Context: an optimization exercise on an open-source flow, tuned for small area, a short achievable clock period and few clock cycles per item. The choices shown serve that exercise and are no tape-out recipe. The RTL was checked by simulation tests, not by an equivalence proof against the original design. Power and IR drop assume default switching activity.

== build 14 ==
// radio_pairing_slave_fsm_top
module radio_pairing_slave_fsm_top (
	input  logic                                 clk,
	input  logic                                 arst_n,
	input  logic                                 cfg_we,
	input  logic [rpsf_pkg::CFG_IDX_W-1:0]       cfg_index,
	input  logic [rpsf_pkg::ADDR_W-1:0]          cfg_data,
	input  logic                                 poll_valid,
	output logic                                 poll_ready,
	input  logic                                 poll_enable,
	input  logic [rpsf_pkg::TIME_W-1:0]          poll_now_ms,
	input  logic                                 poll_rx_valid,
	input  logic [rpsf_pkg::LEN_W-1:0]           poll_rx_length,
	input  logic [rpsf_pkg::CMD_W-1:0]           poll_rx_command,
	input  logic [rpsf_pkg::WORD_W-1:0]          poll_rx_magic,
	input  logic [rpsf_pkg::ADDR_W-1:0]          poll_rx_granted_address,
	output logic                                 result_valid,
	input  logic                                 result_ready,
	output logic                                 result_send_valid,
	output logic                                 result_send_kind,
	output logic [rpsf_pkg::WORD_W-1:0]          result_send_word,
	output logic [rpsf_pkg::ADDR_W-1:0]          result_send_address,
	output logic [rpsf_pkg::ADDR_W-1:0]          result_link_address,
	output logic                                 result_rx_flush,
	output logic [rpsf_pkg::PHASE_W-1:0]         result_phase,
	output logic [rpsf_pkg::COUNT_W-1:0]         result_verify_count,
	output logic                                 result_finish
);
Size in the first run: about 1,100 cells after synthesis, about 300 I/O pins, roughly 0.014 mm2 of cells after synthesis.
Settings: LEC_CHECK=0, CAP_MARGIN=20, CORE_MARGIN=2, CORE_UTILIZATION=65, CTS_CLUSTER_DIAMETER=100, CTS_CLUSTER_SIZE=24, SETUP_SLACK_MARGIN=2.5, SLEW_MARGIN=20, SYNTH_HIERARCHICAL=1; clock period 5.5 ns.
standard.sh (not shown) runs the stock make flow with config.mk's settings and CLKGATE_MAP_FILE= SYNTH_SCRIPT=/design/flow/synth_recipe.tcl, a recipe that flattens the netlist after the stock synthesis.
==> flow/flow/run.sh <==
#!/bin/bash
# Standard layout with two changes:
#  - the port buffers are the smallest buffer (buf_1) instead of the one
#    buffer_ports picks by default;
#  - the slow four-input OR/NOR cells (and the 4-stack AOI/OAI) are added to
#    the don't-use list, so synthesis builds wide ORs from faster gates.
set -euo pipefail
export BUFFER_PORTS_ARGS="-buffer_cell sky130_fd_sc_hd__buf_1"
PLATFORM_DONT_USE="sky130_fd_sc_hd__lpflow_bleeder_1 sky130_fd_sc_hd__lpflow_clkbufkapwr_1 sky130_fd_sc_hd__lpflow_clkbufkapwr_16 sky130_fd_sc_hd__lpflow_clkbufkapwr_2 sky130_fd_sc_hd__lpflow_clkbufkapwr_4 sky130_fd_sc_hd__lpflow_clkbufkapwr_8 sky130_fd_sc_hd__lpflow_clkinvkapwr_1 sky130_fd_sc_hd__lpflow_clkinvkapwr_16 sky130_fd_sc_hd__lpflow_clkinvkapwr_2 sky130_fd_sc_hd__lpflow_clkinvkapwr_4 sky130_fd_sc_hd__lpflow_clkinvkapwr_8 sky130_fd_sc_hd__lpflow_decapkapwr_12 sky130_fd_sc_hd__lpflow_decapkapwr_3 sky130_fd_sc_hd__lpflow_decapkapwr_4 sky130_fd_sc_hd__lpflow_decapkapwr_6 sky130_fd_sc_hd__lpflow_decapkapwr_8 sky130_fd_sc_hd__lpflow_inputiso0n_1 sky130_fd_sc_hd__lpflow_inputiso0p_1 sky130_fd_sc_hd__lpflow_inputiso1n_1 sky130_fd_sc_hd__lpflow_inputiso1p_1 sky130_fd_sc_hd__lpflow_inputisolatch_1 sky130_fd_sc_hd__lpflow_isobufsrc_1 sky130_fd_sc_hd__lpflow_isobufsrc_16 sky130_fd_sc_hd__lpflow_isobufsrc_2 sky130_fd_sc_hd__lpflow_isobufsrc_4 sky130_fd_sc_hd__lpflow_isobufsrc_8 sky130_fd_sc_hd__lpflow_isobufsrckapwr_16 sky130_fd_sc_hd__lpflow_lsbuf_lh_hl_isowell_tap_1 sky130_fd_sc_hd__lpflow_lsbuf_lh_hl_isowell_tap_2 sky130_fd_sc_hd__lpflow_lsbuf_lh_hl_isowell_tap_4 sky130_fd_sc_hd__lpflow_lsbuf_lh_isowell_4 sky130_fd_sc_hd__lpflow_lsbuf_lh_isowell_tap_1 sky130_fd_sc_hd__lpflow_lsbuf_lh_isowell_tap_2 sky130_fd_sc_hd__lpflow_lsbuf_lh_isowell_tap_4 sky130_fd_sc_hd__probe_p_8 sky130_fd_sc_hd__probec_p_8 "
EXTRA_DONT_USE="sky130_fd_sc_hd__a2111o_1 sky130_fd_sc_hd__a2111o_2 sky130_fd_sc_hd__a2111o_4 sky130_fd_sc_hd__a2111oi_0 sky130_fd_sc_hd__a2111oi_1 sky130_fd_sc_hd__a2111oi_2 sky130_fd_sc_hd__a2111oi_4 sky130_fd_sc_hd__nor4_1 sky130_fd_sc_hd__nor4_2 sky130_fd_sc_hd__nor4_4 sky130_fd_sc_hd__nor4b_1 sky130_fd_sc_hd__nor4b_2 sky130_fd_sc_hd__nor4b_4 sky130_fd_sc_hd__nor4bb_1 sky130_fd_sc_hd__nor4bb_2 sky130_fd_sc_hd__nor4bb_4 sky130_fd_sc_hd__o2111a_1 sky130_fd_sc_hd__o2111a_2 sky130_fd_sc_hd__o2111a_4 sky130_fd_sc_hd__o2111ai_1 sky130_fd_sc_hd__o2111ai_2 sky130_fd_sc_hd__o2111ai_4 sky130_fd_sc_hd__or4_1 sky130_fd_sc_hd__or4_2 sky130_fd_sc_hd__or4_4 sky130_fd_sc_hd__or4b_1 sky130_fd_sc_hd__or4b_2 sky130_fd_sc_hd__or4b_4 sky130_fd_sc_hd__or4bb_1 sky130_fd_sc_hd__or4bb_2 sky130_fd_sc_hd__or4bb_4"
bash standard.sh DONT_USE_CELLS="$PLATFORM_DONT_USE $EXTRA_DONT_USE" RECOVER_POWER=100 finish > standard_flow.log 2>&1
Build 14 -> stages 100% | layout checks FAIL | max-capacitance violations, max-slew violations
Testbench counts of build 14, summed over its fixed seeds: cycles 24,008, items 24,000.
--- input diff build 14..build 37 ---
--- a/flow/flow/run.sh
+++ b/flow/flow/run.sh
@@ -11 +11 @@
-bash standard.sh DONT_USE_CELLS="$PLATFORM_DONT_USE $EXTRA_DONT_USE" RECOVER_POWER=100 finish > standard_flow.log 2>&1
+bash standard.sh DONT_USE_CELLS="$PLATFORM_DONT_USE $EXTRA_DONT_USE" finish > standard_flow.log 2>&1
## What came out
- Build 37 went all the way through synthesis, placement and routing and the layout is clean on timing, DRC and antenna.
- Final checks on build 14, whose flow otherwise completed, came back failing, citing max-capacitance violations, max-slew violations.
- Build 37 -> build 14: die outline area delta 0, exact match
- Compared with build 14, build 37 shows area growth from synthesis to final layout higher by 1.5 points.
- Build 37 vs. build 14: post-route cell area higher, maximum fanout count along the critical path roughly the same, final worst setup slack higher.
- Looking only at final critical delay including setup and external delays, and setting everything else aside, the lower value of build 14 and build 37 goes to build 37.
- Looking at critical-path cell with the highest stage delay, the sky130_fd_sc_hd__dfrtp_4 result is from build 37; the sky130_fd_sc_hd__clkbuf_1 one comes from build 14.
- Between build 37 and build 14, the via count figures differ only marginally.
The following lists how build 2 was set up differently from build 37:
Settings: CORE_UTILIZATION now 72, was 65.
==> comparison <==
In the reports for build 37 and build 2, the smaller hold slack belongs to build 2.
Worst ir drop on vdd: build 2 worse than build 37
Of build 37 and build 2, the run reporting the lower combinational power share was build 37.
Comparing the two runs side by side, build 2 comes out ahead of build 37 on finished layout cell area.
~same power drawn by the clock network in build 37 and build 2
Build 2 gives less setup slack than build 37 did.
Comparing build 2 against build 37, there is no change at all in total of clock buffers placed in the layout.
diff inputs: build 2 => build 79
Settings: changing SETUP_SLACK_MARGIN from 2.5 to 3; changing CORE_UTILIZATION from 72 to 65.
==> comparison <==
Most common cell after layout, fill and taps aside = sky130_fd_sc_hd__edfxtp_1: build 79; most common cell after layout, fill and taps aside = sky130_fd_sc_hd__buf_1: build 2. Summary of build 79 over build 2: first-pass GRT wire length has increased, share of power burned in the clock network has decreased, instance count on the critical path has decreased, sequential share of layout area has decreased.

-- port drivers added, routing unchanged --
Ports are ideal in the flow. The routed layouts listed here were re-timed in OpenROAD. Step 1, drivers: a clkbuf_16 drives clk and a buf_2 each remaining input, both assumed. Step 2 times the ports against the registers' clock, not the clock port: input delays grow and output delays shrink by t, the midpoint of the rising clock arrivals with the driver on. a / b / c = ideal ports / drivers / drivers and shift; a / b = the first two.
| run | shift t [ns] | slack for setup (ns) | worst setup path at the end | clock arrival spread, ns | worst data-port slew with drivers (ns) |
|---|---|---|---|---|---|
| build 14 | 0.540 | 1.553 / 1.505 / 1.106 | input to register | 0.025 / 0.025 | 0.08 |
| build 37 | 0.540 | 2.602 / 2.554 / 2.097 | input to register | 0.023 / 0.023 | 0.08 |
| build 2 | 0.546 | 2.529 / 2.536 / 2.003 | input to register | 0.024 / 0.024 | 0.07 |
| build 79 | 0.540 | 2.627 / 2.580 / 2.168 | input to register | 0.020 / 0.020 | 0.08 |
The setup slack of build 2, which loses most, moves by +0.007 ns with the drivers and by -0.526 ns with both steps.
